This is an optimization exercise on Yosys and OpenROAD, whose aim is small area, a short achievable clock period and few clock cycles per item, not a production implementation. Where RTL was checked, it was by simulation tests only, not by an equivalence proof against the original. For run 1, only the layout was checked, not whether the RTL still works. No activity file was given, so power comes from the tool's default toggle rates.

[flow/config.mk]
export PLATFORM = sky130hd
export DESIGN_NAME = ip_fragment_reorder_buffer
export DESIGN_NICKNAME = ip_fragment_reorder_buffer
export VERILOG_FILES = /design/flow/design.v
export SDC_FILE = /design/flow/constraint.sdc
export NUM_CORES = 4
export LEC_CHECK = 0
export CAP_MARGIN = 20
export CORE_MARGIN = 2
export CORE_UTILIZATION = 40
export SLEW_MARGIN = 20
export SETUP_SLACK_MARGIN = 7
[flow/constraint.sdc]
create_clock -name core_clock -period 10.0 [get_ports {i_clk}]
set_input_delay 2.0000 -clock core_clock [delete_from_list [all_inputs] [get_ports {i_clk}]]
set_output_delay 2.0000 -clock core_clock [all_outputs]
set_load 0.01 [all_outputs]
[flow/design.v]
`timescale 1ns / 1ps
package frb_pkg;
    localparam int MaxFragDef   = 16;
    localparam int HandleBitsDef = 8;
    localparam int InDataBits   = 64;
    localparam int FragBits     = 58;
    typedef enum logic [1:0] {
        ACT_HELD    = 2'd0,
        ACT_RELEASE = 2'd1,
        ACT_DISCARD = 2'd2,
        ACT_REJECT  = 2'd3
    } t_action;
    typedef struct packed {
        logic [15:0] datagram_id;
        logic [12:0] frag_offset;
        logic [15:0] total_length;
        logic [3:0]  header_words;
        logic        more_fragments;
        logic [7:0]  handle;
    } t_frag;
endpackage
`timescale 1ns / 1ps
module frb_front (
    input  logic [frb_pkg::InDataBits-1:0]      i_s_tdata,
    output logic [52:0]                         o_frag
);
    logic [15:0] w_end;
    assign w_end  = {i_s_tdata[28:16], 3'b000} + i_s_tdata[44:29]
                    - {10'd0, i_s_tdata[48:45], 2'b00};
    assign o_frag = {i_s_tdata[28:16] == 13'd0, i_s_tdata[57:49],
                     w_end[2:0] == 3'b000, w_end[15:3], i_s_tdata[28:0]};
endmodule
`timescale 1ns / 1ps
module frb_back #(
    parameter int MAX_FRAGMENTS = frb_pkg::MaxFragDef,
    parameter int HANDLE_BITS   = frb_pkg::HandleBitsDef
) (
    input  logic            i_clk,
    input  logic            i_rst_n,
    input  logic            i_s_tvalid,
    output logic            o_s_tready,
    input  logic [52:0]     i_frag,
    output logic            o_m_tvalid,
    input  logic            i_m_tready,
    output logic [7:0]      o_m_tdata,    
    output logic [1:0]      o_m_tuser,    
    output logic            o_m_tlast     
);
    localparam int N  = MAX_FRAGMENTS;
    localparam int IW = $clog2(MAX_FRAGMENTS);
    localparam logic [1:0] ModeNew = 2'd0;
    localparam logic [1:0] ModeRel = 2'd1;
    localparam logic [1:0] ModeDis = 2'd2;
    function automatic logic gt13(input logic [12:0] a, input logic [12:0] b);
        logic [15:0] g, e;
        g = {3'b000, a & ~b};
        e = {3'b111, ~(a ^ b)};
        for (int w = 1; w < 16; w = w * 2) begin
            for (int k = 0; k < 16; k = k + 2 * w) begin
                g[k] = g[k + w] | (e[k + w] & g[k]);
                e[k] = e[k + w] & e[k];
            end
        end
        gt13 = g[0];
    endfunction
    logic                   r_qv, r_rdy;
    logic [52:0]            r_q;
    logic [N-1:0]           r_ple;        
    logic [N-1:0]           r_ppeq;       
    logic                   r_ideq;       
    logic [12:0]            r_off [N];
    logic [12:0]            r_end [N];    
    logic [N-1:0]           r_ea;         
    logic [HANDLE_BITS-1:0] r_hd  [N];
    logic [N-1:0]           r_vld;
    logic [N-1:0]           r_lnk;
    logic                   r_lmf;
    logic [15:0]            r_held_id;
    logic [1:0]             r_mode;
    logic [IW-1:0]          r_idx;
    logic                   r_ov, r_sv;
    logic [10:0]            r_ow, r_sw;
    logic [15:0] w_id;
    logic [12:0] w_off;
    logic [12:0] w_nend;
    logic        w_nea, w_mf, w_off0;
    logic [7:0]  w_hd;
    assign w_id   = r_q[15:0];
    assign w_off  = r_q[28:16];
    assign w_nend = r_q[41:29];
    assign w_nea  = r_q[42];
    assign w_mf   = r_q[43];
    assign w_hd   = r_q[51:44];
    assign w_off0 = r_q[52];
    logic [N-1:0] w_ge;       
    logic [N-1:0] w_at;       
    logic [N-1:0] w_pred;     
    logic [N-1:0] w_seq;      
    logic         w_has_succ;
    logic         w_pl, w_sl, w_others, w_lmf, w_complete;
    always_comb begin
        w_ge = r_ple & r_vld;
        for (int i = 0; i < N; i++) begin
            w_seq[i] = r_off[i] == w_nend;
        end
        for (int i = 0; i < N; i++) begin
            w_at[i]   = ((i == 0) ? 1'b1 : w_ge[(i > 0) ? i - 1 : 0]) && !w_ge[i];
            w_pred[i] = w_ge[i] && ((i == N - 1) ? 1'b1 : !w_ge[(i < N - 1) ? i + 1 : 0]);
        end
        w_has_succ = |(w_at & r_vld);
        w_pl = w_ge[0] ? |(w_pred & r_ppeq) : w_off0;
        w_sl = w_nea && |(w_at & r_vld & w_seq);
        w_others = &(~r_vld | r_lnk | w_at);
        w_lmf = w_has_succ ? r_lmf : w_mf;
        w_complete = w_pl && (!w_has_succ || w_sl) && w_others && !w_lmf;
    end
    logic         w_emit;
    logic [10:0]  w_word;
    logic         w_ins, w_flush;
    logic [1:0]   n_mode;
    logic [IW-1:0] n_idx;
    logic         w_idx_last;
    logic         w_diff;
    assign w_idx_last = (r_idx == IW'(N - 1)) || !r_vld[r_idx + IW'(1)];
    assign w_diff     = r_vld[0] && !r_ideq;
    always_comb begin
        w_emit  = 1'b0;
        w_word  = '0;
        w_ins   = 1'b0;
        w_flush = 1'b0;
        n_mode  = r_mode;
        n_idx   = r_idx;
        if (!r_sv) begin
            case (r_mode)
                ModeRel: begin
                    w_emit = 1'b1;
                    w_word = {w_idx_last, frb_pkg::ACT_RELEASE, r_hd[r_idx]};
                    n_idx  = r_idx + IW'(1);
                    if (w_idx_last) begin
                        w_flush = 1'b1;
                        n_mode  = ModeNew;
                    end
                end
                ModeDis: begin
                    w_emit = 1'b1;
                    w_word = {1'b0, frb_pkg::ACT_DISCARD, r_hd[r_idx]};
                    n_idx  = r_idx + IW'(1);
                    if (w_idx_last) begin
                        w_flush = 1'b1;
                        n_mode  = ModeNew;
                    end
                end
                default: begin
                    if (r_qv) begin
                        w_emit = 1'b1;
                        if (w_diff) begin
                            w_word = {1'b0, frb_pkg::ACT_DISCARD, r_hd[0]};
                            n_idx  = IW'(1);
                            if (!r_vld[1]) begin
                                w_flush = 1'b1;
                            end else begin
                                n_mode = ModeDis;
                            end
                        end else if (r_vld[N-1]) begin
                            w_word  = {1'b1, frb_pkg::ACT_REJECT, w_hd};
                        end else begin
                            w_ins   = 1'b1;
                            if (!w_complete) begin
                                w_word = {1'b1, frb_pkg::ACT_HELD, w_hd};
                            end else if (!r_vld[0]) begin
                                w_word  = {1'b1, frb_pkg::ACT_RELEASE, w_hd};
                                w_flush = 1'b1;
                            end else begin
                                w_word = {1'b0, frb_pkg::ACT_RELEASE,
                                          w_ge[0] ? r_hd[0] : w_hd};
                                n_idx  = IW'(1);
                                n_mode = ModeRel;
                            end
                        end
                    end
                end
            endcase
        end
    end
    logic         w_oload;      
    logic         n_sv;
    logic [N-1:0] n_vld;
    logic         n_qv, n_ideq, n_rdy;
    logic [N-1:0] w_cle, w_cpeq, n_ple, n_ppeq;
    logic         w_dle, w_dpeq;
    assign w_oload = !r_ov || i_m_tready;
    assign n_sv    = !w_oload && (r_sv || w_emit);
    assign n_vld   = w_flush ? '0 : (w_ins ? {r_vld[N-2:0], 1'b1} : r_vld);
    assign n_qv    = r_rdy ? i_s_tvalid : 1'b1;
    always_comb begin
        for (int i = 0; i < N; i++) begin
            w_cle[i]  = !gt13(r_off[i], i_frag[28:16]);
            w_cpeq[i] = r_ea[i] && (r_end[i] == i_frag[28:16]);
        end
        w_dle  = !gt13(w_off, i_frag[28:16]);
        w_dpeq = w_nea && (w_nend == i_frag[28:16]);
        for (int i = 0; i < N; i++) begin
            if (w_ins && !w_ge[i]) begin
                if (w_at[i]) begin
                    n_ple[i]  = w_dle;
                    n_ppeq[i] = w_dpeq;
                end else begin
                    n_ple[i]  = w_cle[(i > 0) ? i - 1 : 0];
                    n_ppeq[i] = w_cpeq[(i > 0) ? i - 1 : 0];
                end
            end else begin
                n_ple[i]  = w_cle[i];
                n_ppeq[i] = w_cpeq[i];
            end
        end
        if (r_rdy) begin
            if (w_ins && !r_vld[0]) begin
                n_ideq = i_frag[15:0] == w_id;
            end else begin
                n_ideq = i_frag[15:0] == r_held_id;
            end
        end else begin
            n_ideq = r_ideq;
        end
        n_rdy = !n_qv || (n_mode == ModeNew && !n_sv && (!n_vld[0] || n_ideq));
    end
    always_ff @(posedge i_clk) begin
        if (!i_rst_n) begin
            r_qv   <= 1'b0;
            r_rdy  <= 1'b1;
            r_mode <= ModeNew;
            r_vld  <= '0;
            r_ov   <= 1'b0;
            r_sv   <= 1'b0;
        end else begin
            r_qv   <= n_qv;
            r_rdy  <= n_rdy;
            r_mode <= n_mode;
            r_vld  <= n_vld;
            if (w_oload) begin
                r_ov <= r_sv || w_emit;
            end
            r_sv   <= n_sv;
        end
    end
    always_ff @(posedge i_clk) begin
        if (r_rdy) begin
            r_q    <= i_frag;
            r_ple  <= n_ple;
            r_ppeq <= n_ppeq;
        end
        r_ideq <= n_ideq;
        r_idx  <= n_idx;
        if (w_oload) begin
            r_ow <= r_sv ? r_sw : w_word;
        end
        if (w_emit) begin
            r_sw <= w_word;
        end
        if (w_ins) begin
            if (!r_vld[0]) r_held_id <= w_id;
            if (!w_has_succ) r_lmf <= w_mf;
        end
    end
    always_ff @(posedge i_clk) begin
        for (int i = 0; i < N; i++) begin
            if (w_ins && !w_ge[i]) begin
                if (w_at[i]) begin
                    r_off[i] <= w_off;
                    r_end[i] <= w_nend;
                    r_ea[i]  <= w_nea;
                    r_hd[i]  <= w_hd;
                    r_lnk[i] <= w_pl;
                end else begin
                    r_off[i] <= r_off[(i > 0) ? i - 1 : 0];
                    r_end[i] <= r_end[(i > 0) ? i - 1 : 0];
                    r_ea[i]  <= r_ea[(i > 0) ? i - 1 : 0];
                    r_hd[i]  <= r_hd[(i > 0) ? i - 1 : 0];
                    r_lnk[i] <= w_at[(i > 0) ? i - 1 : 0] ? w_sl : r_lnk[(i > 0) ? i - 1 : 0];
                end
            end
        end
    end
    assign o_s_tready = r_rdy;
    assign o_m_tvalid = r_ov;
    assign {o_m_tlast, o_m_tuser, o_m_tdata} = r_ow;
endmodule
`timescale 1ns / 1ps
module ip_fragment_reorder_buffer #(
    parameter int MAX_FRAGMENTS = frb_pkg::MaxFragDef,
    parameter int HANDLE_BITS   = frb_pkg::HandleBitsDef
) (
    input  logic                            i_clk,
    input  logic                            i_rst_n,
    input  logic                            i_s_tvalid,
    output logic                            o_s_tready,
    input  logic [frb_pkg::InDataBits-1:0]  i_s_tdata,
    output logic                            o_m_tvalid,
    input  logic                            i_m_tready,
    output logic [7:0]                      o_m_tdata,    
    output logic [1:0]                      o_m_tuser,    
    output logic                            o_m_tlast     
);
    logic [52:0] w_frag;
    frb_front u_front (
        .i_s_tdata  (i_s_tdata),
        .o_frag     (w_frag)
    );
    frb_back #(
        .MAX_FRAGMENTS (MAX_FRAGMENTS),
        .HANDLE_BITS   (HANDLE_BITS)
    ) u_back (
        .i_clk      (i_clk),
        .i_rst_n    (i_rst_n),
        .i_s_tvalid (i_s_tvalid),
        .o_s_tready (o_s_tready),
        .i_frag     (w_frag),
        .o_m_tvalid (o_m_tvalid),
        .i_m_tready (i_m_tready),
        .o_m_tdata  (o_m_tdata),
        .o_m_tuser  (o_m_tuser),
        .o_m_tlast  (o_m_tlast)
    );
endmodule
[flow/flow/run.sh]
#!/bin/bash
set -e
echo "export SETUP_SLACK_MARGIN = 7" >> config.mk
bash standard.sh > standard.log 2>&1
[flow/standard.sh]
#!/bin/bash
# synth_recipe.tcl (not shown) runs the flow's synth.tcl, then flattens the netlist and writes it again
# the make line also repeats each setting of config.mk as NAME=value (left out here)
make -C /OpenROAD-flow-scripts/flow DESIGN_CONFIG=/design/flow/config.mk WORK_HOME=/design/flow/orfs CLKGATE_MAP_FILE= SYNTH_SCRIPT=/design/flow/synth_recipe.tcl "${@:-finish}"
==> summary.md, run 1 <==
| Metric | Value |
|---|---|
| Outcome | no timing/DRC/antenna violations |
| Data arrival time of the critical path | 4.47 ns |
| Initial Util | 40.2% |
| Critical Path End Type | flip-flop |
| Maximum number of buffers from clock root to sink | 3 |
| Iter 0 DRT Violations | 4056 |
| Logic depth of the worst register-to-register path | 14 |
| Number of cells on the worst hold path | 0 |
| Crit path kind | in2reg |
| Detailed-router iteration count before antenna repair | 6 |
| Power, Total | approximately 9.6 mW |
| Pin count of the biggest net entering global routing | 43 |
| Unique cell type count in the Yosys netlist | 89 |
| Area enclosed by the die boundary | 0.112 mm^2 |
| Clock H-tree levels | 3 |
| Total number of placement rows | 121 |
| Placer congestion estimate | 0.943 |
| Initial antenna violation count | 3 |
| Max Clk Rate | 247 MHz |
| Core region area | ~0.11 mm^2 |
| Cell types with the largest area share after synthesis | sky130_fd_sc_hd__edfxtp_1, sky130_fd_sc_hd__mux2_2, sky130_fd_sc_hd__ha_1, sky130_fd_sc_hd__nand2_1, sky130_fd_sc_hd__xnor2_1 |
| Count of flip-flops with a built-in enable after synthesis | 704 |
| Fraction of registers with async set/reset | 0% |
| Post-synthesis net count | 4176 |
| Portion of the clock cycle consumed by the worst path in the final layout | 40.5% |
| Worst skew pair latency | 0.69 ns |
| Clock transition at path regs | 0.06 ns |
| WL/cell | 27.3 um |
| Largest fanout of any net on the critical path | 3 |
| Vias in the first global route | 32100 |
| Hold-fix buffers, CTS | 0 |
| Area fraction of the dominant cell type after synthesis | just under 50% |
| Vias post-DR | 33600 |
| TritonCTS Sinks | 727 |
| Detailed Place HPWL | about 93000 um |
| Gate count after technology mapping | 3871 |
| Count of maximum capacitance violations | 0 |
| Share of the core filled with cells | between 40% and 50% |
| RSZ-0062 raised after global routing | true |
| CTS tree | built |
| Wire length reported by the detailed router | 154000 um |
| Count of final setup violators | 0 |
| Vias per cell | 5.93 |
| Min cycle time layout | 4.05 ns |
| Height of the die | roughly 330 um |
| Fin Hold WS | 0.450 ns |
| Number of fillers in the final layout | 9407 |
| Primary FF master, synth | sky130_fd_sc_hd__edfxtp_1 |
| Kind of launch point of the worst setup path | primary input |
| Required arrival time at the worst endpoint | 10.41 ns |
| Global-route wire length before repair | 220000 um |
| Count of warnings emitted by yosys | 4 |
| Total overflow reported by the global router | 0 |
| Post-synthesis area per instance | ~11 um^2 |
| Post-synthesis sequential element count | 727 |
| Endpoints failing hold | 0 |
| Post-Syn Area | 0.0436 mm^2 |
| Hold Path Class | reg2reg |
| Max-slew violation total from the final report | 0 |
| Buffers on Ports | between 70 and 80 |
| Headroom to the max-slew limit | approximately a quarter |
| I/O pin count | 81 |
| DRC viols | 0 |
| Power density normalized to cell area | 177 mW/mm^2 |
| Routed Antenna Nets | 0 |
| Skew final | 0.0442 ns |
| Share of layout cells above drive strength 1 | 27.7% |
| Cell Count, Final, Fillers Out | 5658 |
| Final-layout setup total negative slack | 0 ns |
| Actual transition at the worst max-transition pin | approximately 1.1 ns |
| Cell leakage power | 20.5 nW |
| Layout overhead on the synthesized area | 24.1% |
| Peak supply drop | between 0.1 and 0.15 mV |
| Buffer cell driving the clock tree root | sky130_fd_sc_hd__clkbuf_16 |
| Register area share after synthesis | 49.5% |
| Cts bufs inserted | 84 |
| Number of placed instances, taps included | 5223 |
| Number of nets in the layout | 4477 |
| Total global routing track utilization | between 20 and 30% |
| Cell type contributing the most total cell area after synthesis | sky130_fd_sc_hd__edfxtp_1 |
| Die span in x | 334 um |
## where the power goes
group | total [mW] | switching, mW | internal, mW
combinational | 2.62 | 1.51 | 1.11
sequential | 3.89 | 0.223 | 3.67
clock | 3.08 | 1.33 | 1.75
total | 9.60 | 3.07 | 6.53
## cells by family (layout without fill, tap and decap cells)
group	after synthesis	count (layout)	synth area share, %
xor gates and xnor gates	460	460	9.26
and+or+nand+nor	1266	1268	13.5
muxes	405	405	10.6
buffers and inverters	329	697	3.21
adders and majority gates	237	237	6.85
other	0	2	0
DFF	727	727	49.5
AOI/OAI and AO/OA	447	448	7.00
## metrics by stage
step | setup slack, ns | instance area (um^2)
after detailed placement | 3.60 | 46200
after CTS | 6.02 | 52600
after global routing | 5.90 | 54100
final | 5.95 | 54100
after floorplan | 5.23 | 44200
after global placement | 3.60 | 46100
## cells in the mapped netlist (7+ instances only)
cell type and number:
sky130_fd_sc_hd__nand2_1 727, sky130_fd_sc_hd__edfxtp_1 704, sky130_fd_sc_hd__mux2_2 335, sky130_fd_sc_hd__xnor2_1 267, sky130_fd_sc_hd__ha_1 234, sky130_fd_sc_hd__xor2_1 192, sky130_fd_sc_hd__clkbuf_1 148, sky130_fd_sc_hd__nor2_1 128
sky130_fd_sc_hd__o21ai_0 107, sky130_fd_sc_hd__a21oi_1 98, sky130_fd_sc_hd__inv_1 90, sky130_fd_sc_hd__nand4_1 90, sky130_fd_sc_hd__o21a_1 68, sky130_fd_sc_hd__nand3_1 64, sky130_fd_sc_hd__nor4_1 58, sky130_fd_sc_hd__mux2i_1 53
sky130_fd_sc_hd__buf_1 34, sky130_fd_sc_hd__nor2b_1 32, sky130_fd_sc_hd__nor3_1 29, sky130_fd_sc_hd__buf_2 28, sky130_fd_sc_hd__nand2b_1 27, sky130_fd_sc_hd__dfxtp_1 23, sky130_fd_sc_hd__buf_4 22, sky130_fd_sc_hd__a31o_2 17
sky130_fd_sc_hd__a31oi_1 17, sky130_fd_sc_hd__and3b_1 17, sky130_fd_sc_hd__nor3b_1 17, sky130_fd_sc_hd__nand4b_1 16, sky130_fd_sc_hd__o31a_1 16, sky130_fd_sc_hd__a22oi_1 15, sky130_fd_sc_hd__a222oi_1 13, sky130_fd_sc_hd__a21o_1 12
sky130_fd_sc_hd__a221oi_1 11, sky130_fd_sc_hd__nor4b_1 10, sky130_fd_sc_hd__o2111ai_1 10, sky130_fd_sc_hd__mux4_2 9, sky130_fd_sc_hd__o211ai_1 9, sky130_fd_sc_hd__mux2_4 8, sky130_fd_sc_hd__a22o_1 7, sky130_fd_sc_hd__or4_1 7
## layout make-up
type,instances,area (um^2),share of cell area [%]
diodes,2,5.00,0.00925
clock buffers,112,2250,4.16
clock inverters,44,434,0.803
inverters,91,430,0.796
multi-input cells,2818,22400,41.4
flip-flops and latches,727,21600,40.0
well taps,1414,1770,3.27
repair buffers,443,5160,9.54
repair inverters,7,50.0,0.0925
## sequential cells by signal, summed over array words and instances (netlist names), 2 cells and up
name / flops
u_back.r_ea: 16
u_back.r_end: 208
u_back.r_hd: 128
u_back.r_held_id: 16
u_back.r_idx: 4
u_back.r_lnk: 16
u_back.r_mode: 2
u_back.r_off: 208
u_back.r_ow: 11
u_back.r_ple: 16
u_back.r_ppeq: 16
u_back.r_q: 53
u_back.r_sw: 11
u_back.r_vld: 16
## routing by layer
metal  routed length, um  global-route usage (%)
met1               62200                    36.3
met2               67700                    41.5
met3               16000                    5.40
met4                8310                    12.1
met5                  13                       0
## path summary, 6_finish.rpt
| kind | startpoint | end | slack (ns) |
|---|---|---|---|
| min reg2reg | u_back.r_q[1] | u_back.r_held_id[1] | 0.45 |
| max | i_s_tdata[34] | u_back.r_q[41] | 5.95 |
| min | u_back.r_q[1] | u_back.r_held_id[1] | 0.45 |
| max reg2reg | u_back.r_q[41] | u_back.r_ow[10] | 6.55 |
## critical path: stages
cell	delay, ns
sky130_fd_sc_hd__clkdlybuf4s50_1	0.45
sky130_fd_sc_hd__inv_1	0.04
sky130_fd_sc_hd__fa_1	0.49
sky130_fd_sc_hd__inv_2	0.04
sky130_fd_sc_hd__ha_4	0.21
sky130_fd_sc_hd__a21boi_2	0.16
sky130_fd_sc_hd__o21a_1	0.20
sky130_fd_sc_hd__o21ai_2	0.19
sky130_fd_sc_hd__a21oi_2	0.09
sky130_fd_sc_hd__a41o_1	0.23
sky130_fd_sc_hd__o41ai_4	0.25
sky130_fd_sc_hd__xnor2_1	0.12
## what timing repair did
action | CTS | global route
buffers inserted | 177 | 73
cloned | 23 | 4
pin swaps | 135 | 139
endpoints found under the setup margin | 668 | 496
resized for setup | 530 | 163
## layout by cell type, fill, tap and decap left out, types with 61 or more instances in the layout
master and instances:
sky130_fd_sc_hd__buf_4 211, sky130_fd_sc_hd__a21oi_1 61, sky130_fd_sc_hd__inv_1 63, sky130_fd_sc_hd__o21a_1 67, sky130_fd_sc_hd__nand4_1 90, sky130_fd_sc_hd__ha_1 212
sky130_fd_sc_hd__buf_12 75, sky130_fd_sc_hd__nor2_1 117, sky130_fd_sc_hd__xnor2_1 245, sky130_fd_sc_hd__mux2_2 332, sky130_fd_sc_hd__clkbuf_16 89, sky130_fd_sc_hd__edfxtp_1 704
sky130_fd_sc_hd__xor2_1 180, sky130_fd_sc_hd__nand2_1 707
==> inputs of run 2 (changes only) <==
--- a/flow/design.v
+++ b/flow/design.v
@@ -24,9 +24,26 @@
     input  logic [frb_pkg::InDataBits-1:0]      i_s_tdata,
     output logic [52:0]                         o_frag
 );
-    logic [15:0] w_end;
-    assign w_end  = {i_s_tdata[28:16], 3'b000} + i_s_tdata[44:29]
-                    - {10'd0, i_s_tdata[48:45], 2'b00};
+    logic [15:0] w_x, w_y, w_z, w_s, w_c, w_end;
+    function automatic logic [15:0] add16(input logic [15:0] a, input logic [15:0] b);
+        logic [15:0] g, p, pp;
+        g  = a & b;
+        p  = a ^ b;
+        pp = p;
+        for (int d = 1; d < 16; d = d * 2) begin
+            for (int i = 15; i >= d; i--) begin
+                g[i]  = g[i] | (pp[i] & g[i - d]);
+                pp[i] = pp[i] & pp[i - d];
+            end
+        end
+        add16 = p ^ {g[14:0], 1'b0};
+    endfunction
+    assign w_x   = {i_s_tdata[28:16], 3'b000};
+    assign w_y   = i_s_tdata[44:29];
+    assign w_z   = ~{10'd0, i_s_tdata[48:45], 2'b00};
+    assign w_s   = w_x ^ w_y ^ w_z;
+    assign w_c   = {(w_x[14:0] & w_y[14:0]) | (w_x[14:0] & w_z[14:0]) | (w_y[14:0] & w_z[14:0]), 1'b1};
+    assign w_end = add16(w_s, w_c);
     assign o_frag = {i_s_tdata[28:16] == 13'd0, i_s_tdata[57:49],
                      w_end[2:0] == 3'b000, w_end[15:3], i_s_tdata[28:0]};
 endmodule
@@ -66,7 +83,6 @@
     logic                   r_qv, r_rdy;
     logic [52:0]            r_q;
     logic [N-1:0]           r_ple;        
-    logic [N-1:0]           r_ppeq;       
     logic                   r_ideq;       
     logic [12:0]            r_off [N];
     logic [12:0]            r_end [N];    
@@ -95,21 +111,28 @@
     logic [N-1:0] w_ge;       
     logic [N-1:0] w_at;       
     logic [N-1:0] w_pred;     
-    logic [N-1:0] w_seq;      
+    logic [12:0]  w_pend;     
+    logic         w_pea;      
+    logic [12:0]  w_soff;     
     logic         w_has_succ;
     logic         w_pl, w_sl, w_others, w_lmf, w_complete;
     always_comb begin
         w_ge = r_ple & r_vld;
         for (int i = 0; i < N; i++) begin
-            w_seq[i] = r_off[i] == w_nend;
-        end
-        for (int i = 0; i < N; i++) begin
             w_at[i]   = ((i == 0) ? 1'b1 : w_ge[(i > 0) ? i - 1 : 0]) && !w_ge[i];
             w_pred[i] = w_ge[i] && ((i == N - 1) ? 1'b1 : !w_ge[(i < N - 1) ? i + 1 : 0]);
         end
+        w_pend = '0;
+        w_pea  = 1'b0;
+        w_soff = '0;
+        for (int i = 0; i < N; i++) begin
+            w_pend = w_pend | (w_pred[i] ? r_end[i] : 13'd0);
+            w_pea  = w_pea | (w_pred[i] && r_ea[i]);
+            w_soff = w_soff | ((w_at[i] && r_vld[i]) ? r_off[i] : 13'd0);
+        end
         w_has_succ = |(w_at & r_vld);
-        w_pl = w_ge[0] ? |(w_pred & r_ppeq) : w_off0;
-        w_sl = w_nea && |(w_at & r_vld & w_seq);
+        w_pl = w_ge[0] ? (w_pea && w_pend == w_off) : w_off0;
+        w_sl = w_nea && w_soff == w_nend;
         w_others = &(~r_vld | r_lnk | w_at);
         w_lmf = w_has_succ ? r_lmf : w_mf;
         w_complete = w_pl && (!w_has_succ || w_sl) && w_others && !w_lmf;
@@ -186,8 +209,8 @@
     logic         n_sv;
     logic [N-1:0] n_vld;
     logic         n_qv, n_ideq, n_rdy;
-    logic [N-1:0] w_cle, w_cpeq, n_ple, n_ppeq;
-    logic         w_dle, w_dpeq;
+    logic [N-1:0] w_cle, n_ple;
+    logic         w_dle;
     assign w_oload = !r_ov || i_m_tready;
     assign n_sv    = !w_oload && (r_sv || w_emit);
     assign n_vld   = w_flush ? '0 : (w_ins ? {r_vld[N-2:0], 1'b1} : r_vld);
@@ -195,22 +218,17 @@
     always_comb begin
         for (int i = 0; i < N; i++) begin
             w_cle[i]  = !gt13(r_off[i], i_frag[28:16]);
-            w_cpeq[i] = r_ea[i] && (r_end[i] == i_frag[28:16]);
         end
         w_dle  = !gt13(w_off, i_frag[28:16]);
-        w_dpeq = w_nea && (w_nend == i_frag[28:16]);
         for (int i = 0; i < N; i++) begin
             if (w_ins && !w_ge[i]) begin
                 if (w_at[i]) begin
                     n_ple[i]  = w_dle;
-                    n_ppeq[i] = w_dpeq;
                 end else begin
                     n_ple[i]  = w_cle[(i > 0) ? i - 1 : 0];
-                    n_ppeq[i] = w_cpeq[(i > 0) ? i - 1 : 0];
                 end
             end else begin
                 n_ple[i]  = w_cle[i];
-                n_ppeq[i] = w_cpeq[i];
             end
         end
         if (r_rdy) begin
@@ -247,7 +265,6 @@
         if (r_rdy) begin
             r_q    <= i_frag;
             r_ple  <= n_ple;
-            r_ppeq <= n_ppeq;
         end
         r_ideq <= n_ideq;
         r_idx  <= n_idx;
==> flow/flow/run.sh (replaced) <==
#!/bin/bash
set -e
echo "export SETUP_SLACK_MARGIN = 6" >> config.mk
bash standard.sh > standard.log 2>&1
--- a/flow/config.mk
+++ b/flow/config.mk
@@ -7,6 +7,6 @@
 export LEC_CHECK = 0
 export CAP_MARGIN = 20
 export CORE_MARGIN = 2
-export CORE_UTILIZATION = 40
+export CORE_UTILIZATION = 65
 export SLEW_MARGIN = 20
-export SETUP_SLACK_MARGIN = 7
+export SETUP_SLACK_MARGIN = 6
==> summary.md, run 2 <==
| Metric | Value |
|---|---|
| Power, Total | 7.71 mW |
| Area fraction of the dominant cell type after synthesis | a little over half |
| Area enclosed by the die boundary | 0.0629 mm^2 |
| Core region area | 0.0602 mm^2 |
| Buffers on Ports | 74 |
| Worst skew pair latency | 0.65 ns |
| Peak supply drop | 0.131 mV |
| Total global routing track utilization | 45.2% |
| Max-slew violation total from the final report | 0 |
| Most common cell after layout, fill and taps aside | sky130_fd_sc_hd__nand2_1 |
| Height of the die | roughly 250 um |
| Detailed-router iteration count before antenna repair | 7 |
| Initial antenna violation count | 2 |
| DRC viols | 0 |
| Crit path kind | in2reg |
| Routed Antenna Nets | 0 |
| Synth top cells by count | sky130_fd_sc_hd__nand2_1, sky130_fd_sc_hd__edfxtp_1, sky130_fd_sc_hd__mux2_2 |
| Placer congestion estimate | 0.994 |
| Primary FF master, synth | sky130_fd_sc_hd__edfxtp_1 |
| Number of nets in the layout | around 4000 |
| Cell types with the largest area share after synthesis | sky130_fd_sc_hd__edfxtp_1, sky130_fd_sc_hd__mux2_2, sky130_fd_sc_hd__nand2_1, sky130_fd_sc_hd__ha_1, sky130_fd_sc_hd__nand3_1 |
| Cell leakage power | 18.0 nW |
| Pin count of the biggest net entering global routing | 50 |
| Post-synthesis net count | about 3900 |
| Clock H-tree levels | 3 |
| Top library cells by usage in the layout, fill and taps aside | sky130_fd_sc_hd__nand2_1, sky130_fd_sc_hd__edfxtp_1, sky130_fd_sc_hd__mux2_2 |
| Vias in the first global route | about 32000 |
| Hold Path Class | reg2reg |
| Share of the core filled with cells | around 76% |
| Registers with the most flip-flops | u_back.r_end x208, u_back.r_off x208, u_back.r_hd x128 |
| Count of flip-flops with a built-in enable after synthesis | 688 |
| Detailed Place HPWL | 86300 um |
| Die span in x | 251 um |
| Post-Syn Area | 0.0396 mm^2 |
| Count of final setup violators | 0 |
| Share of layout cells above drive strength 1 | between 20% and 30% |
| Power density normalized to cell area | ~170 mW/mm^2 |
| Endpoints failing hold | 0 |
| Count of maximum capacitance violations | 0 |
| Cell type contributing the most total cell area after synthesis | sky130_fd_sc_hd__edfxtp_1 |
| Vias post-DR | approximately 33000 |
| Buffer cell driving the clock tree root | sky130_fd_sc_hd__clkbuf_16 |
| Iter 0 DRT Violations | 5627 |
| Skew final | 0.0347 ns |
| TritonCTS Sinks | between 700 and 800 |
| Gate count after technology mapping | 3567 |
| Number of cells on the worst hold path | 0 |
| Layout overhead on the synthesized area | 16.1% |
| Critical Path End Type | flip-flop |
| Clock transition at path regs | 0.06 ns |
| Min cycle time layout | 4.29 ns |
| I/O pin count | 81 |
| Cts bufs inserted | 76 |
| Outcome | no timing/DRC/antenna violations |
| Max Clk Rate | 233 MHz |
| Fraction of registers with async set/reset | 0% |
| Wire length reported by the detailed router | about 140000 um |
| Final-layout setup total negative slack | 0 ns |
| Total overflow reported by the global router | 0 |
| Headroom to the max-slew limit | 18.0% |
| Portion of the clock cycle consumed by the worst path in the final layout | 42.9% |
| Count of warnings emitted by yosys | 5 |
| Data arrival time of the critical path | 4.68 ns |
| Kind of launch point of the worst setup path | primary input |
| CTS tree | built |
| Unique cell type count in the Yosys netlist | 74 |
| Initial Util | 65.7% |
| Post-synthesis sequential element count | 711 |
| Most instantiated library cell after synthesis | sky130_fd_sc_hd__nand2_1 |
| WL/cell | 32.0 um |
| Largest fanout of any net on the critical path | 7 |
| Post-synthesis area per instance | 11.1 um^2 |
| Actual transition at the worst max-transition pin | 1.23 ns |
| Global-route wire length before repair | about 210000 um |
| Required arrival time at the worst endpoint | 10.39 ns |
| Total number of placement rows | 90 |
| Logic depth of the worst register-to-register path | 16 |
| Vias per cell | roughly 7.2 |
| Register area share after synthesis | 53.3% |
| RSZ-0062 raised after global routing | true |
| Maximum number of buffers from clock root to sink | 3 |
==> run 2: cell types whose count changed in the layout (fill, tap and decap cells not counted), moves of 45 or more <==
cell,change
sky130_fd_sc_hd__buf_12,-56
sky130_fd_sc_hd__o21a_1,-62
sky130_fd_sc_hd__a22oi_1,+83
sky130_fd_sc_hd__nand3_1,+109
sky130_fd_sc_hd__nor2_1,-70
sky130_fd_sc_hd__a21o_1,+67
sky130_fd_sc_hd__xnor2_1,-221
sky130_fd_sc_hd__buf_4,-82
sky130_fd_sc_hd__mux2_2,-45
sky130_fd_sc_hd__nand2_1,+156
sky130_fd_sc_hd__xor2_1,-155
==> run 2: path summary, 6_finish.rpt <==
check | to | startpoint | slack, ns
setup / recovery | u_back.r_q[40] | i_s_tdata[17] | 5.71
hold / removal | u_back.r_held_id[8] | u_back.r_q[8] | 0.45
setup reg to reg | u_back.r_rdy | u_back.r_ple[14] | 6.01
hold reg to reg | u_back.r_held_id[8] | u_back.r_q[8] | 0.45
==> run 2: timing repair <==
action,in CTS,in global routing
hold buffers,0,0
gates resized for setup,227,87
endpoints found under the setup margin,366,64
pin swaps,112,57
buffers inserted,63,24
cloned,6,2
==> run 2: stage by stage <==
step	hold slack, ns	std cells	cell area (um^2)	setup WS [ns]
after floorplan	0.424	3567	39700	5.40
after global placement	0.433	4292	41400	4.15
after detailed placement	0.439	4292	41400	4.10
after CTS	0.452	4503	45300	5.82
after global routing	0.468	4530	45900	5.66
final	0.454	4531	46000	5.71
==> run 2: where the power goes <==
group	switching [mW]	internal, mW
clock	1.25	1.57
sequential	0.316	3.56
combinational	0.600	0.413
==> run 2: layout make-up <==
type	instances	area [um^2]
Sequential cell	711	21200
Timing Repair Buffer	258	2580
Multi-Input combinational cell	2559	18500
Fill cell	3867	14300
Inverter	78	335
Clock inverter	44	375
Tap cell	782	978
Clock buffer	98	2060
Antenna cell	1	2.50
==> run 2: worst max-delay path, stage by stage <==
cell and delay, ns:
sky130_fd_sc_hd__buf_8 0.07, sky130_fd_sc_hd__clkinvlp_4 0.12, sky130_fd_sc_hd__buf_6 0.16, sky130_fd_sc_hd__buf_16 0.15
sky130_fd_sc_hd__fa_1 0.51, sky130_fd_sc_hd__inv_2 0.05, sky130_fd_sc_hd__ha_4 0.23, sky130_fd_sc_hd__a21boi_4 0.14
sky130_fd_sc_hd__o21ai_2 0.20, sky130_fd_sc_hd__a21boi_2 0.09, sky130_fd_sc_hd__o21ai_2 0.17, sky130_fd_sc_hd__a21oi_2 0.09
sky130_fd_sc_hd__a211o_1 0.29, sky130_fd_sc_hd__a21o_1 0.17, sky130_fd_sc_hd__a21oi_2 0.13, sky130_fd_sc_hd__xnor2_1 0.08
==> run 2: cells by family after synthesis <==
logic type	after synthesis	share of synthesized area (%)
AND/OR/NAND/NOR	1356	15.1
flip-flops	711	53.3
AO/OA/AOI/OAI	556	9.84
multiplexers	354	10.1
buffers and inverters	301	2.92
adder cells (fa/ha/maj)	238	7.58
XOR/XNOR	51	1.13
==> run 2: per-layer routing <==
metal | track usage [%] | vias up | part of all wire, %
met4 | 25.8 | 0 | 6.7
met1 | 60.1 | 15700 | 35
met3 | 13.1 | 613 | 16
met5 | 0.618 | - | 0
met2 | 66.6 | 3006 | 43
li1 | - | 13500 | -
Testbench counts of run 2, summed over its fixed seeds: cycles 17,438, items 9,628.
==> inputs of run 3 (changes only) <==
--- a/flow/design.v
+++ b/flow/design.v
@@ -21,9 +21,17 @@
 endpackage
 `timescale 1ns / 1ps
 module frb_front (
+    input  logic                                i_clk,
+    input  logic                                i_load,
     input  logic [frb_pkg::InDataBits-1:0]      i_s_tdata,
     output logic [52:0]                         o_frag
 );
+    logic [57:0] r_in;
+    always_ff @(posedge i_clk) begin
+        if (i_load) begin
+            r_in <= i_s_tdata[57:0];
+        end
+    end
     logic [15:0] w_x, w_y, w_z, w_s, w_c, w_end;
     function automatic logic [15:0] add16(input logic [15:0] a, input logic [15:0] b);
         logic [15:0] g, p, pp;
@@ -38,14 +46,14 @@
         end
         add16 = p ^ {g[14:0], 1'b0};
     endfunction
-    assign w_x   = {i_s_tdata[28:16], 3'b000};
-    assign w_y   = i_s_tdata[44:29];
-    assign w_z   = ~{10'd0, i_s_tdata[48:45], 2'b00};
+    assign w_x   = {r_in[28:16], 3'b000};
+    assign w_y   = r_in[44:29];
+    assign w_z   = ~{10'd0, r_in[48:45], 2'b00};
     assign w_s   = w_x ^ w_y ^ w_z;
     assign w_c   = {(w_x[14:0] & w_y[14:0]) | (w_x[14:0] & w_z[14:0]) | (w_y[14:0] & w_z[14:0]), 1'b1};
     assign w_end = add16(w_s, w_c);
-    assign o_frag = {i_s_tdata[28:16] == 13'd0, i_s_tdata[57:49],
-                     w_end[2:0] == 3'b000, w_end[15:3], i_s_tdata[28:0]};
+    assign o_frag = {r_in[28:16] == 13'd0, r_in[57:49],
+                     w_end[2:0] == 3'b000, w_end[15:3], r_in[28:0]};
 endmodule
 `timescale 1ns / 1ps
 module frb_back #(
@@ -80,7 +88,7 @@
         end
         gt13 = g[0];
     endfunction
-    logic                   r_qv, r_rdy;
+    logic                   r_iv, r_qv, r_rdy;
     logic [52:0]            r_q;
     logic [N-1:0]           r_ple;        
     logic                   r_ideq;       
@@ -206,15 +214,18 @@
         end
     end
     logic         w_oload;      
+    logic         w_load;       
     logic         n_sv;
     logic [N-1:0] n_vld;
-    logic         n_qv, n_ideq, n_rdy;
+    logic         n_iv, n_qv, n_ideq, n_rdy;
     logic [N-1:0] w_cle, n_ple;
     logic         w_dle;
     assign w_oload = !r_ov || i_m_tready;
     assign n_sv    = !w_oload && (r_sv || w_emit);
     assign n_vld   = w_flush ? '0 : (w_ins ? {r_vld[N-2:0], 1'b1} : r_vld);
-    assign n_qv    = r_rdy ? i_s_tvalid : 1'b1;
+    assign w_load  = !r_qv || (r_mode == ModeNew && !r_sv && !w_diff);
+    assign n_iv    = r_rdy ? i_s_tvalid : (r_iv && !w_load);
+    assign n_qv    = w_load ? r_iv : 1'b1;
     always_comb begin
         for (int i = 0; i < N; i++) begin
             w_cle[i]  = !gt13(r_off[i], i_frag[28:16]);
@@ -231,7 +242,7 @@
                 n_ple[i]  = w_cle[i];
             end
         end
-        if (r_rdy) begin
+        if (w_load) begin
             if (w_ins && !r_vld[0]) begin
                 n_ideq = i_frag[15:0] == w_id;
             end else begin
@@ -240,10 +251,11 @@
         end else begin
             n_ideq = r_ideq;
         end
-        n_rdy = !n_qv || (n_mode == ModeNew && !n_sv && (!n_vld[0] || n_ideq));
+        n_rdy = !n_iv || !n_qv || (n_mode == ModeNew && !n_sv && (!n_vld[0] || n_ideq));
     end
     always_ff @(posedge i_clk) begin
         if (!i_rst_n) begin
+            r_iv   <= 1'b0;
             r_qv   <= 1'b0;
             r_rdy  <= 1'b1;
             r_mode <= ModeNew;
@@ -251,6 +263,7 @@
             r_ov   <= 1'b0;
             r_sv   <= 1'b0;
         end else begin
+            r_iv   <= n_iv;
             r_qv   <= n_qv;
             r_rdy  <= n_rdy;
             r_mode <= n_mode;
@@ -262,7 +275,7 @@
         end
     end
     always_ff @(posedge i_clk) begin
-        if (r_rdy) begin
+        if (w_load) begin
             r_q    <= i_frag;
             r_ple  <= n_ple;
         end
@@ -320,6 +333,8 @@
 );
     logic [52:0] w_frag;
     frb_front u_front (
+        .i_clk      (i_clk),
+        .i_load     (o_s_tready),
         .i_s_tdata  (i_s_tdata),
         .o_frag     (w_frag)
     );
==> flow/flow/run.sh (replaced) <==
#!/bin/bash
set -e
echo "export SETUP_SLACK_MARGIN = 7" >> config.mk
bash standard.sh > standard.log 2>&1
--- a/flow/config.mk
+++ b/flow/config.mk
@@ -5,8 +5,9 @@
 export SDC_FILE = /design/flow/constraint.sdc
 export NUM_CORES = 4
 export LEC_CHECK = 0
+export ABC_AREA = 1
 export CAP_MARGIN = 20
 export CORE_MARGIN = 2
 export CORE_UTILIZATION = 65
 export SLEW_MARGIN = 20
-export SETUP_SLACK_MARGIN = 6
+export SETUP_SLACK_MARGIN = 7
==> summary.md, run 3 <==
| Metric | Value |
|---|---|
| Number of fillers in the final layout | 4355 |
| Register cell area after layout | 0.0229 mm^2 |
| Most common cell after layout, fill and taps aside | sky130_fd_sc_hd__nand2_1 |
| Wire length reported by the detailed router | ~160000 um |
| Clock H-tree levels | 3 |
| RSZ-0062 raised after global routing | true |
| Power, Total | 8.49 mW |
| Power density normalized to cell area | 169 mW/mm^2 |
| Gate count after technology mapping | 4715 |
| Gate family responsible for the most delay along the worst path | simple AND/OR/NAND/NOR gates |
| Buffer cell driving the clock tree root | sky130_fd_sc_hd__clkbuf_16 |
| Cell Count, Final, Fillers Out | 5850 |
| Max-slew violation total from the final report | 0 |
| Largest fanout of any net on the critical path | 6 |
| Critical-path top delay cell | sky130_fd_sc_hd__edfxtp_1 |
| Dpl cell area | between 0.04 and 0.05 mm^2 |
| Registers with the most flip-flops | u_back.r_end x208, u_back.r_off x208, u_back.r_hd x128 |
| Data arrival time of the critical path | 3.88 ns |
| Layout overhead on the synthesized area | 18.3% |
| Total number of placement rows | between 90 and 100 |
| Vias per cell | 6.59 |
| Kind of launch point of the worst setup path | flip-flop |
| Top library cells by usage in the layout, fill and taps aside | sky130_fd_sc_hd__nand2_1, sky130_fd_sc_hd__edfxtp_1, sky130_fd_sc_hd__o21ai_0 |
| Worst skew pair latency | 0.66 ns |
| Largest incremental delay on the critical path | 0.52 ns |
| Crit path kind | reg2reg |
| Min cycle time layout | roughly 3.5 ns |
| Cell leakage power | 22.1 nW |
| TritonCTS Sinks | 770 |
| Count of warnings emitted by yosys | 5 |
| Number of nets in the layout | 5231 |
| Detailed Place HPWL | 102000 um |
| Total global routing track utilization | 45.5% |
| Post-synthesis sequential element count | 770 |
| Height of the die | 260 um |
| Hold-fix buffers, CTS | 0 |
| Cell type contributing the most total cell area after synthesis | sky130_fd_sc_hd__edfxtp_1 |
| Critical Path End Type | flip-flop |
| Peak supply drop | ~0.17 mV |
| Max Clk Rate | roughly 290 MHz |
| Routed Antenna Nets | 0 |
| WL/cell | 26.7 um |
| Maximum number of buffers from clock root to sink | 3 |
| Synth top cells by count | sky130_fd_sc_hd__nand2_1, sky130_fd_sc_hd__edfxtp_1, sky130_fd_sc_hd__o21ai_0 |
| Actual transition at the worst max-transition pin | 1.04 ns |
| Detailed-router iteration count before antenna repair | 10 |
| Skew final | between 0.015 and 0.02 ns |
| Outcome | no timing/DRC/antenna violations |
| Count of final setup violators | 0 |
| CTS tree | built |
| Register area share after synthesis | 53.8% |
| Placer congestion estimate | 1.06 |
| Post-synthesis area per instance | 9.02 um^2 |
| Vias post-DR | 38600 |
| DRC viols | 0 |
| Post-Syn Area | 0.0425 mm^2 |
| Final cell area excluding filler cells | 0.0504 mm^2 |
| Pin count of the biggest net entering global routing | 76 |
| Cts bufs inserted | 82 |
| Number of placed instances, taps included | 5477 |
| Cell types with the largest area share after synthesis | sky130_fd_sc_hd__edfxtp_1, sky130_fd_sc_hd__nand2_1, sky130_fd_sc_hd__o21ai_0, sky130_fd_sc_hd__ha_1, sky130_fd_sc_hd__nor2_1 |
| Crit-path most repeated cell | sky130_fd_sc_hd__nand2_1 |
| Area enclosed by the die boundary | 0.0675 mm^2 |
| Share of layout cells above drive strength 1 | 14.3% |
| Count of flip-flops with a built-in enable after synthesis | 746 |
| Global-route wire length before repair | 225000 um |
| Clock transition at path regs | 0.06 ns |
| Post-synthesis net count | between 5000 and 6000 |
| Initial antenna violation count | 7 |
| Hold Path Class | reg2reg |
| Fraction of registers with async set/reset | 0% |
| Pre-CTS setup slack | around 4.5 ns |
| Headroom to the max-slew limit | 30.7% |
| Multi-input logic area | between 0.015 and 0.02 mm^2 |
| Initial Util | between 60% and 70% |
| Required arrival time at the worst endpoint | between 10 and 15 ns |
| Worst setup slack after layout | 6.53 ns |
| Total overflow reported by the global router | 0 |
| Iter 0 DRT Violations | between 6000 and 7000 |
| Bufs and invs on worst path | 2 |
| Final-layout setup total negative slack | 0 ns |
| Vias in the first global route | between 30000 and 40000 |
| I/O pin count | roughly 80 |
| Count of maximum capacitance violations | 0 |
| Most instantiated library cell after synthesis | sky130_fd_sc_hd__nand2_1 |
| Primary FF master, synth | sky130_fd_sc_hd__edfxtp_1 |
| Die span in x | between 200 and 300 um |
| Buffers on Ports | 74 |
| Portion of the clock cycle consumed by the worst path in the final layout | between 30% and 40% |
| Endpoints failing hold | 0 |
| Worst R2R Setup Slack | 6.53 ns |
| Core region area | 0.0646 mm^2 |
| Area fraction of the dominant cell type after synthesis | 52.7% |
| Unique cell type count in the Yosys netlist | between 50 and 60 |
[run 3: cell count changes after synthesis, sizes merged, moves of 27 or more]
cell,change
and3,-27
edfxtp,+58
a21o,-59
mux2,-301
mux2i,-39
nand4,+52
a21oi,+51
nor2,+328
nor2b,-32
a22oi,-97
o21ai,+543
nand3,+74
nand2,+447
inv,+320
[run 3: worst paths after layout]
kind	start	endpoint	cells past startpoint
worst min register to register	u_front.r_in[56]	u_back.r_q[50]	0
worst max-delay path	u_back.r_ple[13]	u_back.r_ow[4]	25
worst min-delay path	u_front.r_in[56]	u_back.r_q[50]	0
worst max register to register	u_back.r_ple[13]	u_back.r_ow[4]	25
[run 3: worst reg2reg max path: stages (launching register included)]
cell	delay, ns
sky130_fd_sc_hd__edfxtp_1	0.52
sky130_fd_sc_hd__nand2_4	0.16
sky130_fd_sc_hd__clkinvlp_4	0.15
sky130_fd_sc_hd__nor2_4	0.31
sky130_fd_sc_hd__nand2_1	0.19
sky130_fd_sc_hd__nand2_1	0.15
sky130_fd_sc_hd__nor2_1	0.06
sky130_fd_sc_hd__nand2_1	0.10
sky130_fd_sc_hd__nor2_1	0.05
sky130_fd_sc_hd__nand2_1	0.06
sky130_fd_sc_hd__nand2_1	0.05
sky130_fd_sc_hd__nor2_1	0.09
sky130_fd_sc_hd__nand2_1	0.08
sky130_fd_sc_hd__nor2_2	0.14
sky130_fd_sc_hd__nand2_2	0.12
sky130_fd_sc_hd__nand2_8	0.10
sky130_fd_sc_hd__nand2_4	0.06
sky130_fd_sc_hd__nor2_4	0.20
sky130_fd_sc_hd__buf_12	0.15
sky130_fd_sc_hd__nand2_8	0.05
sky130_fd_sc_hd__nand2_1	0.06
sky130_fd_sc_hd__nand3_1	0.07
sky130_fd_sc_hd__nand2_1	0.07
sky130_fd_sc_hd__nand2_1	0.06
sky130_fd_sc_hd__nand2_1	0.10
sky130_fd_sc_hd__nand2_1	0.06
[run 3: per-stage QoR]
stage | hold WS (ns) | utilization (%)
global route | 0.425 | 77.9
finish | 0.424 | 78.0
CTS | 0.421 | 76.7
global placement | 0.404 | 68.1
detailed placement | 0.406 | 68.2
floorplan | 0.400 | -
[run 3: cell families after synthesis]
group / after synthesis / synth area share, %
buffers and inverters: 616 / 5.69
AND/OR/NAND/NOR: 2111 / 20.6
AO/OA/AOI/OAI: 945 / 12.2
flip-flops: 770 / 53.8
adder cells (fa/ha/maj): 239 / 7.08
multiplexers: 8 / 0.188
XOR/XNOR: 26 / 0.535
[run 3: layer usage]
| metal | GRT usage [%] | share of wire, % | up-vias |
|---|---|---|---|
| met2 | 68.8 | 44 | 3091 |
| met3 | 12.3 | 13 | 821 |
| met5 | 0 | 0.037 | - |
| li1 | - | - | 16700 |
| met4 | 36.0 | 9.8 | 8 |
| met1 | 55.5 | 33 | 17900 |
[run 3: where the power goes]
part           total (mW)  internal (mW)  switching [mW]
clock                3.29           1.92            1.38
combinational        1.24          0.382           0.855
sequential           3.96           3.76           0.203
[run 3: repair_timing]
action | 4_1_cts | 5_1_grt
gates resized for setup | 357 | 107
pin swaps | 86 | 55
cloned | 11 | 2
setup buffers | 160 | 45
endpoints found under the setup margin | 705 | 140
[run 3: layout make-up]
cell class                      count  share of cell area (%)
Timing Repair inverter              4                  0.0497
Timing Repair Buffer              333                    6.57
Antenna cell                        5                  0.0248
Clock buffer                      100                    4.37
Clock inverter                     50                    1.30
Inverter                          399                    3.38
Sequential cell                   770                    45.5
Multi-Input combinational cell   3334                    36.6
Tap cell                          855                    2.12
Testbench counts of run 3, summed over its fixed seeds: cycles 17,446, items 9,628.
==> inputs of run 4 (changes only) <==
--- a/flow/design.v
+++ b/flow/design.v
@@ -99,7 +99,6 @@
     logic [N-1:0]           r_vld;
     logic [N-1:0]           r_lnk;
     logic                   r_lmf;
-    logic [15:0]            r_held_id;
     logic [1:0]             r_mode;
     logic [IW-1:0]          r_idx;
     logic                   r_ov, r_sv;
@@ -243,11 +242,7 @@
             end
         end
         if (w_load) begin
-            if (w_ins && !r_vld[0]) begin
-                n_ideq = i_frag[15:0] == w_id;
-            end else begin
-                n_ideq = i_frag[15:0] == r_held_id;
-            end
+            n_ideq = i_frag[15:0] == w_id;
         end else begin
             n_ideq = r_ideq;
         end
@@ -275,7 +270,7 @@
         end
     end
     always_ff @(posedge i_clk) begin
-        if (w_load) begin
+        if (w_load && r_iv) begin
             r_q    <= i_frag;
             r_ple  <= n_ple;
         end
@@ -287,9 +282,8 @@
         if (w_emit) begin
             r_sw <= w_word;
         end
-        if (w_ins) begin
-            if (!r_vld[0]) r_held_id <= w_id;
-            if (!w_has_succ) r_lmf <= w_mf;
+        if (w_ins && !w_has_succ) begin
+            r_lmf <= w_mf;
         end
     end
     always_ff @(posedge i_clk) begin
--- a/flow/config.mk
+++ b/flow/config.mk
@@ -9,5 +9,7 @@
 export CAP_MARGIN = 20
 export CORE_MARGIN = 2
 export CORE_UTILIZATION = 65
+export CTS_CLUSTER_DIAMETER = 60
+export CTS_CLUSTER_SIZE = 20
 export SLEW_MARGIN = 20
 export SETUP_SLACK_MARGIN = 7
==> summary.md, run 4 <==
| Metric | Value |
|---|---|
| Share of layout cells above drive strength 1 | 13.7% |
| Fraction of power consumed by the clock network | 32.9% |
| Area enclosed by the die boundary | 0.0666 mm^2 |
| Detailed Place HPWL | 104000 um |
| RR Endpoint | u_back.r_ow[8] |
| Clock H-tree levels | 2 |
| Total overflow reported by the global router | 0 |
| Height of the die | 258 um |
| Count of warnings emitted by yosys | 5 |
| Switching pwr | 2.15 mW |
| Combinational power share | 15.2% |
| Min cycle time layout | 3.53 ns |
| Worst R2R Setup Slack | 6.47 ns |
| Total global routing track utilization | 46.9% |
| Post-synthesis sequential element count | 754 |
| Sequential cell fraction of total power | just over 50% |
| WL/cell | 27.8 um |
| Die span in x | 258 um |
| Fraction of registers with async set/reset | 0% |
| Primary FF master, synth | sky130_fd_sc_hd__edfxtp_1 |
| Wire length reported by the detailed router | 160000 um |
| Initial Util | 65.4% |
| I/O pin count | 81 |
| Worst setup slack after layout | roughly 6.5 ns |
| Pin count of the biggest net entering global routing | 74 |
| Crit path kind | reg2reg |
| RSZ-0062 raised after global routing | true |
| Number of nets in the layout | 5163 |
| Source of the worst hold timing path | u_front.r_in[53] |
| Logic depth of the worst register-to-register path | 26 |
| Area fraction of the dominant cell type after synthesis | between 50% and 60% |
| Peak supply drop | between 0.15 and 0.2 mV |
| Most instantiated library cell after synthesis | sky130_fd_sc_hd__nand2_1 |
| Register area share after synthesis | 53.4% |
| Worst skew pair latency | a little under 0.7 ns |
| Largest fanout of any net on the critical path | 5 |
| Maximum number of buffers from clock root to sink | 3 |
| Unique cell type count in the Yosys netlist | 56 |
| Registers with the most flip-flops | u_back.r_end x208, u_back.r_off x208, u_back.r_hd x128 |
| Max Clk Rate | between 200 and 300 MHz |
| Kind of launch point of the worst setup path | flip-flop |
| Cell type contributing the most total cell area after synthesis | sky130_fd_sc_hd__edfxtp_1 |
| Actual transition at the worst max-transition pin | 1.14 ns |
| Hold Crit Endpoint | u_back.r_q[47] |
| Number of cells on the worst hold path | 0 |
| Pre-CTS setup slack | 4.58 ns |
| Vias in the first global route | 34900 |
| Count of maximum capacitance violations | 0 |
| Routed Antenna Nets | 0 |
| CTS tree | built |
| Core region area | 0.0641 mm^2 |
| Buffer cell driving the clock tree root | sky130_fd_sc_hd__clkbuf_16 |
| Gate count after technology mapping | between 4000 and 5000 |
| Post-synthesis net count | about 5000 |
| Post-synthesis area per instance | just under 9 um^2 |
| Iter 0 DRT Violations | between 6000 and 7000 |
| Endpoints failing hold | 0 |
| Placer congestion estimate | 1.08 |
| Vias per cell | 6.63 |
| Count of flip-flops with a built-in enable after synthesis | 730 |
| Post-Syn Area | 0.0419 mm^2 |
| Switching share of power | 29.5% |
| Critical Path End Type | flip-flop |
| Data arrival time of the critical path | 3.95 ns |
| Clock transition at path regs | 0.09 ns |
| Skew final | 0.0365 ns |
| Final-layout setup total negative slack | 0 ns |
| Total number of placement rows | 93 |
| Vias post-DR | 38100 |
| TritonCTS Sinks | about 750 |
| Initial antenna violation count | 5 |
| Most common cell after layout, fill and taps aside | sky130_fd_sc_hd__nand2_1 |
| Cell leakage power | 21.1 nW |
| Outcome | no timing/DRC/antenna violations |
| Headroom to the max-slew limit | a little under a quarter |
| Cell types with the largest area share after synthesis | sky130_fd_sc_hd__edfxtp_1, sky130_fd_sc_hd__nand2_1, sky130_fd_sc_hd__o21ai_0, sky130_fd_sc_hd__ha_1, sky130_fd_sc_hd__nor2_1 |
| DRC viols | 0 |
| Internal Pwr Total | 5.14 mW |
| Portion of the clock cycle consumed by the worst path in the final layout | 35.3% |
| Startpoint of the worst-slack reg-to-reg timing path | u_back.r_ple[8] |
| Count of final setup violators | 0 |
| Top library cells by usage in the layout, fill and taps aside | sky130_fd_sc_hd__nand2_1, sky130_fd_sc_hd__edfxtp_1, sky130_fd_sc_hd__o21ai_0 |
| Synth top cells by count | sky130_fd_sc_hd__nand2_1, sky130_fd_sc_hd__edfxtp_1, sky130_fd_sc_hd__o21ai_0 |
| Layout overhead on the synthesized area | 15.5% |
| Hold Path Class | reg2reg |
| Cts bufs inserted | 55 |
| Buffers on Ports | 74 |
| Power density normalized to cell area | between 150 and 200 mW/mm^2 |
| Hold-fix buffers, CTS | 0 |
| Detailed-router iteration count before antenna repair | 9 |
| Max-slew violation total from the final report | 0 |
| Global-route wire length before repair | 226000 um |
| Required arrival time at the worst endpoint | 10.43 ns |
==> run 4: cell types whose count changed in the layout (fill, tap and decap cells not counted), moves of 13 or more <==
cell and delta:
sky130_fd_sc_hd__nand2_2 +20, sky130_fd_sc_hd__or2_2 +13, sky130_fd_sc_hd__nor2_2 -13, sky130_fd_sc_hd__a21oi_1 -14
sky130_fd_sc_hd__nand3_2 +13, sky130_fd_sc_hd__clkbuf_16 -28, sky130_fd_sc_hd__clkinv_2 -15, sky130_fd_sc_hd__nor2_1 +16
sky130_fd_sc_hd__edfxtp_1 -16
==> run 4: per-stage QoR <==
stage / hold slack (ns) / cells / total power, mW / util [%] / instance area (um^2)
6_report: 0.426 / 5754 / 7.30 / 75.6 / 48500
5_1_grt: 0.431 / 5753 / 7.45 / 75.6 / 48400
3_3_place_gp: 0.401 / 5476 / 4.71 / 68.0 / 43600
3_5_place_dp: 0.405 / 5476 / 4.74 / 68.0 / 43600
4_1_cts: 0.425 / 5717 / 7.15 / 74.3 / 47600
2_1_floorplan: 0.400 / 4689 / 4.34 / - / 42100
==> run 4: area by class of cell <==
| cell class | count | area [um^2] |
|---|---|---|
| Sequential cell | 754 | 22500 |
| Multi-Input combinational cell | 3338 | 18300 |
| Fill cell | 4547 | 15700 |
| Timing Repair Buffer | 320 | 3050 |
| Inverter | 385 | 1680 |
| Clock buffer | 62 | 1400 |
| Tap cell | 855 | 1070 |
| Clock inverter | 37 | 443 |
| Timing Repair inverter | 2 | 16.3 |
| Antenna cell | 1 | 2.50 |
==> run 4: power groups by stage <==
stage / clock network, mW / logic (mW) / registers (mW)
2_1_floorplan: 0 / 0.569 / 3.77
3_3_place_gp: 0 / 0.863 / 3.84
3_5_place_dp: 0 / 0.894 / 3.85
4_1_cts: 2.38 / 0.998 / 3.77
5_1_grt: 2.48 / 1.18 / 3.79
6_report: 2.40 / 1.11 / 3.79
==> run 4: timing repair <==
action | 4_1_cts | 5_1_grt
gates cloned | 5 | 1
buffers inserted | 137 | 35
pin swaps | 93 | 118
gates resized for setup | 319 | 162
endpoints found under the setup margin | 825 | 259
==> run 4: worst max-delay path, cell delays in order (launching register included) <==
cell and delay [ns]:
sky130_fd_sc_hd__edfxtp_1 0.45, sky130_fd_sc_hd__buf_6 0.16, sky130_fd_sc_hd__nand2_8 0.07, sky130_fd_sc_hd__clkinvlp_4 0.18
sky130_fd_sc_hd__buf_6 0.18, sky130_fd_sc_hd__nor2_4 0.19, sky130_fd_sc_hd__buf_6 0.14, sky130_fd_sc_hd__nand2_1 0.04
sky130_fd_sc_hd__nand2_1 0.05, sky130_fd_sc_hd__nor2_1 0.05, sky130_fd_sc_hd__nand2_2 0.14, sky130_fd_sc_hd__nor2_1 0.07
sky130_fd_sc_hd__nand2_1 0.06, sky130_fd_sc_hd__nand2_1 0.05, sky130_fd_sc_hd__nand3_1 0.07, sky130_fd_sc_hd__nor2_1 0.04
sky130_fd_sc_hd__nand2_1 0.11, sky130_fd_sc_hd__nand2_4 0.13, sky130_fd_sc_hd__nand2_4 0.12, sky130_fd_sc_hd__nor2_4 0.06
sky130_fd_sc_hd__buf_4 0.14, sky130_fd_sc_hd__buf_6 0.11, sky130_fd_sc_hd__buf_4 0.12, sky130_fd_sc_hd__o211ai_1 0.26
sky130_fd_sc_hd__nand2_1 0.12, sky130_fd_sc_hd__nand2_2 0.08, sky130_fd_sc_hd__nand2_2 0.05
==> run 4: worst max path at each step <==
stage	from	endpoint	slack (ns)	depth (start not counted)
global placement	u_back.r_vld[9]	u_back.r_idx[2]	4.60	20
floorplan	u_back.r_mode[0]	u_back.r_ple[10]	6.88	11
finish	u_back.r_ple[8]	u_back.r_ow[8]	6.47	26
detailed placement	u_back.r_vld[9]	u_back.r_idx[2]	4.58	20
global route	u_back.r_ple[8]	u_back.r_rdy	6.41	26
CTS	u_back.r_ple[6]	u_back.r_idx[3]	6.68	19
==> run 4: cells by family (layout without fill, tap and decap cells) <==
family / after synthesis / in the layout / share of synthesized area [%]
AND/OR/NAND/NOR: 2133 / 2136 / 21.0
AO/OA/AOI/OAI: 935 / 935 / 12.3
flip-flops: 754 / 754 / 53.4
buffers and inverters: 600 / 806 / 5.59
adder cells (fa/ha/maj): 239 / 239 / 7.18
XOR/XNOR: 28 / 28 / 0.585
other: 0 / 1 / 0
==> run 4: layer usage <==
layer  wire length (um)  up-vias  share of wire [%]  track usage, %
met5                 43        -              0.027               0
met4              13100        8                8.2            31.7
met3              25200      701                 16            14.5
met2              67600     3248                 42            68.3
met1              54200    17700                 34            60.4
li1                   -    16500                  -               -
Testbench counts of run 4, summed over its fixed seeds: cycles 17,446, items 9,628.
==> inputs of run 5 (changes only) <==
--- a/flow/design.v
+++ b/flow/design.v
@@ -118,9 +118,8 @@
     logic [N-1:0] w_ge;       
     logic [N-1:0] w_at;       
     logic [N-1:0] w_pred;     
-    logic [12:0]  w_pend;     
-    logic         w_pea;      
-    logic [12:0]  w_soff;     
+    logic [N-1:0] w_peq;      
+    logic [N-1:0] w_seq;      
     logic         w_has_succ;
     logic         w_pl, w_sl, w_others, w_lmf, w_complete;
     always_comb begin
@@ -129,17 +128,13 @@
             w_at[i]   = ((i == 0) ? 1'b1 : w_ge[(i > 0) ? i - 1 : 0]) && !w_ge[i];
             w_pred[i] = w_ge[i] && ((i == N - 1) ? 1'b1 : !w_ge[(i < N - 1) ? i + 1 : 0]);
         end
-        w_pend = '0;
-        w_pea  = 1'b0;
-        w_soff = '0;
         for (int i = 0; i < N; i++) begin
-            w_pend = w_pend | (w_pred[i] ? r_end[i] : 13'd0);
-            w_pea  = w_pea | (w_pred[i] && r_ea[i]);
-            w_soff = w_soff | ((w_at[i] && r_vld[i]) ? r_off[i] : 13'd0);
+            w_peq[i] = r_ea[i] && (r_end[i] == w_off);
+            w_seq[i] = r_off[i] == w_nend;
         end
         w_has_succ = |(w_at & r_vld);
-        w_pl = w_ge[0] ? (w_pea && w_pend == w_off) : w_off0;
-        w_sl = w_nea && w_soff == w_nend;
+        w_pl = w_ge[0] ? |(w_pred & w_peq) : w_off0;
+        w_sl = w_nea && |(w_at & r_vld & w_seq);
         w_others = &(~r_vld | r_lnk | w_at);
         w_lmf = w_has_succ ? r_lmf : w_mf;
         w_complete = w_pl && (!w_has_succ || w_sl) && w_others && !w_lmf;
==> summary.md, run 5 <==
| Metric | Value |
|---|---|
| Height of the die | 265 um |
| Top library cells by usage in the layout, fill and taps aside | sky130_fd_sc_hd__nand2_1, sky130_fd_sc_hd__edfxtp_1, sky130_fd_sc_hd__o21ai_0 |
| Clock H-tree levels | 2 |
| Max Clk Rate | 305 MHz |
| Count of maximum capacitance violations | 0 |
| Power, Total | around 8 mW |
| Cell type contributing the most total cell area after synthesis | sky130_fd_sc_hd__edfxtp_1 |
| WL/cell | 23.3 um |
| Primary FF master, synth | sky130_fd_sc_hd__edfxtp_1 |
| Pin count of the biggest net entering global routing | 74 |
| Skew final | 0.0364 ns |
| Initial antenna violation count | 5 |
| Headroom to the max-slew limit | 30.4% |
| Min cycle time layout | 3.28 ns |
| Initial Util | 65.8% |
| Placer congestion estimate | between 0.9 and 1 |
| Cts bufs inserted | 58 |
| Final-layout setup total negative slack | 0 ns |
| Buffer cell driving the clock tree root | sky130_fd_sc_hd__clkbuf_16 |
| GR met1 Demand/Resource | 51.8% |
| Cell-by-cell listing of the critical path | buf_6 |
| Cell types with the largest area share after synthesis | sky130_fd_sc_hd__edfxtp_1, sky130_fd_sc_hd__nand2_1, sky130_fd_sc_hd__o21ai_0, sky130_fd_sc_hd__ha_1, sky130_fd_sc_hd__inv_1 |
| Number of nets in the layout | 5575 |
| Synth top cells by count | sky130_fd_sc_hd__nand2_1, sky130_fd_sc_hd__edfxtp_1, sky130_fd_sc_hd__o21ai_0 |
| GR Util met2 | 64.2% |
| Most common cell after layout, fill and taps aside | sky130_fd_sc_hd__nand2_1 |
| Total overflow reported by the global router | 0 |
| I/O pin count | 81 |
| Post-synthesis net count | between 5000 and 6000 |
| Critical-path top delay cell | sky130_fd_sc_hd__dfxtp_4 |
| Kind of launch point of the worst setup path | flip-flop |
| Count of warnings emitted by yosys | 5 |
| Count of final setup violators | 0 |
| Wire length reported by the detailed router | 144000 um |
| Most instantiated library cell after synthesis | sky130_fd_sc_hd__nand2_1 |
| Buffers on Ports | 74 |
| Global-route wire length before repair | around 210000 um |
| Hold Path Class | reg2reg |
| Required arrival time at the worst endpoint | 8.00 ns |
| Cell leakage power | 22.2 nW |
| Detailed Place HPWL | 88700 um |
| Maximum number of buffers from clock root to sink | 3 |
| Area fraction of the dominant cell type after synthesis | 49.5% |
| GRT busiest layer | met2 |
| Outcome | no timing/DRC/antenna violations |
| Area enclosed by the die boundary | 0.0702 mm^2 |
| Worst skew pair latency | 0.67 ns |
| Routed Antenna Nets | 0 |
| Total number of placement rows | 95 |
run 5: changes by cell type after synthesis, sizes merged, moves of 17 or more:
cell	previous run	this run
inv	380	524
nand2	1348	1752
xnor2	9	74
o21ai	628	673
a21oi	153	170
nand3	229	84
nor2	397	356
xor2	19	37
buf	48	94
nand4	100	48
run 5: layer usage:
metal  routed length (um)  up-vias
li1                     -    17500
met1                52300    17900
met2                65100     2562
met3                18700      544
met4                 8190        8
met5                   50        -
run 5: layout make-up:
| type | count | area (um^2) |
|---|---|---|
| timing repair inverter | 1 | 8.76 |
| tap | 873 | 1090 |
| antenna | 1 | 2.50 |
| sequential | 754 | 22400 |
| clock inverter | 36 | 417 |
| clock buffer | 68 | 1550 |
| inverter | 529 | 2330 |
| timing repair buffer | 253 | 3060 |
| fill | 4837 | 16900 |
| multi-input combinational | 3671 | 19500 |
run 5: power breakdown:
group	total (mW)	internal, mW	switching [mW]	leakage, nW
sequential	3.85	3.72	0.135	7.02
combinational	1.64	0.548	1.09	14.2
clock	2.54	1.27	1.26	0.960
total	8.03	5.54	2.49	22.2
run 5: cells by family (layout without fill, tap and decap cells):
family | Yosys count | count (layout) | synth area share (%)
and+or+nand+nor | 2290 | 2302 | 20.3
DFF | 754 | 754 | 50.6
buffers and inverters | 787 | 887 | 7.38
xor gates and xnor gates | 111 | 111 | 2.20
adders and majority gates | 239 | 239 | 6.80
AOI/OAI and AO/OA | 1019 | 1019 | 12.8
other | 0 | 1 | 0
run 5: through the flow:
step | cell area (um^2) | utilization [%] | cells | setup WS (ns)
floorplan | 44300 | - | 5200 | 6.36
global placement | 45600 | 67.7 | 5960 | 5.63
detailed placement | 45600 | 67.7 | 5960 | 5.58
CTS | 49700 | 73.9 | 6159 | 6.72
global route | 50400 | 74.9 | 6185 | 6.60
finish | 50400 | 74.9 | 6186 | 6.72
run 5: what timing repair did:
action	4_1_cts	5_1_grt
endpoints found under the setup margin	706	194
pin swaps	30	49
setup buffers	70	21
hold buffers	0	0
resized for setup	373	98
gates cloned	25	5
run 5: path summary, 6_finish.rpt:
check / start / endpoint / slack, ns / depth (start not counted)
setup / recovery: u_back.r_rdy / o_s_tready / 6.72 / 1
hold / removal: u_front.r_in[56] / u_back.r_q[50] / 0.42 / 0
setup reg to reg: u_back.r_vld[1] / u_back.r_ow[0] / 6.73 / 20
hold reg to reg: u_front.r_in[56] / u_back.r_q[50] / 0.42 / 0
Testbench counts of run 5, summed over its fixed seeds: cycles 17,446, items 9,628.
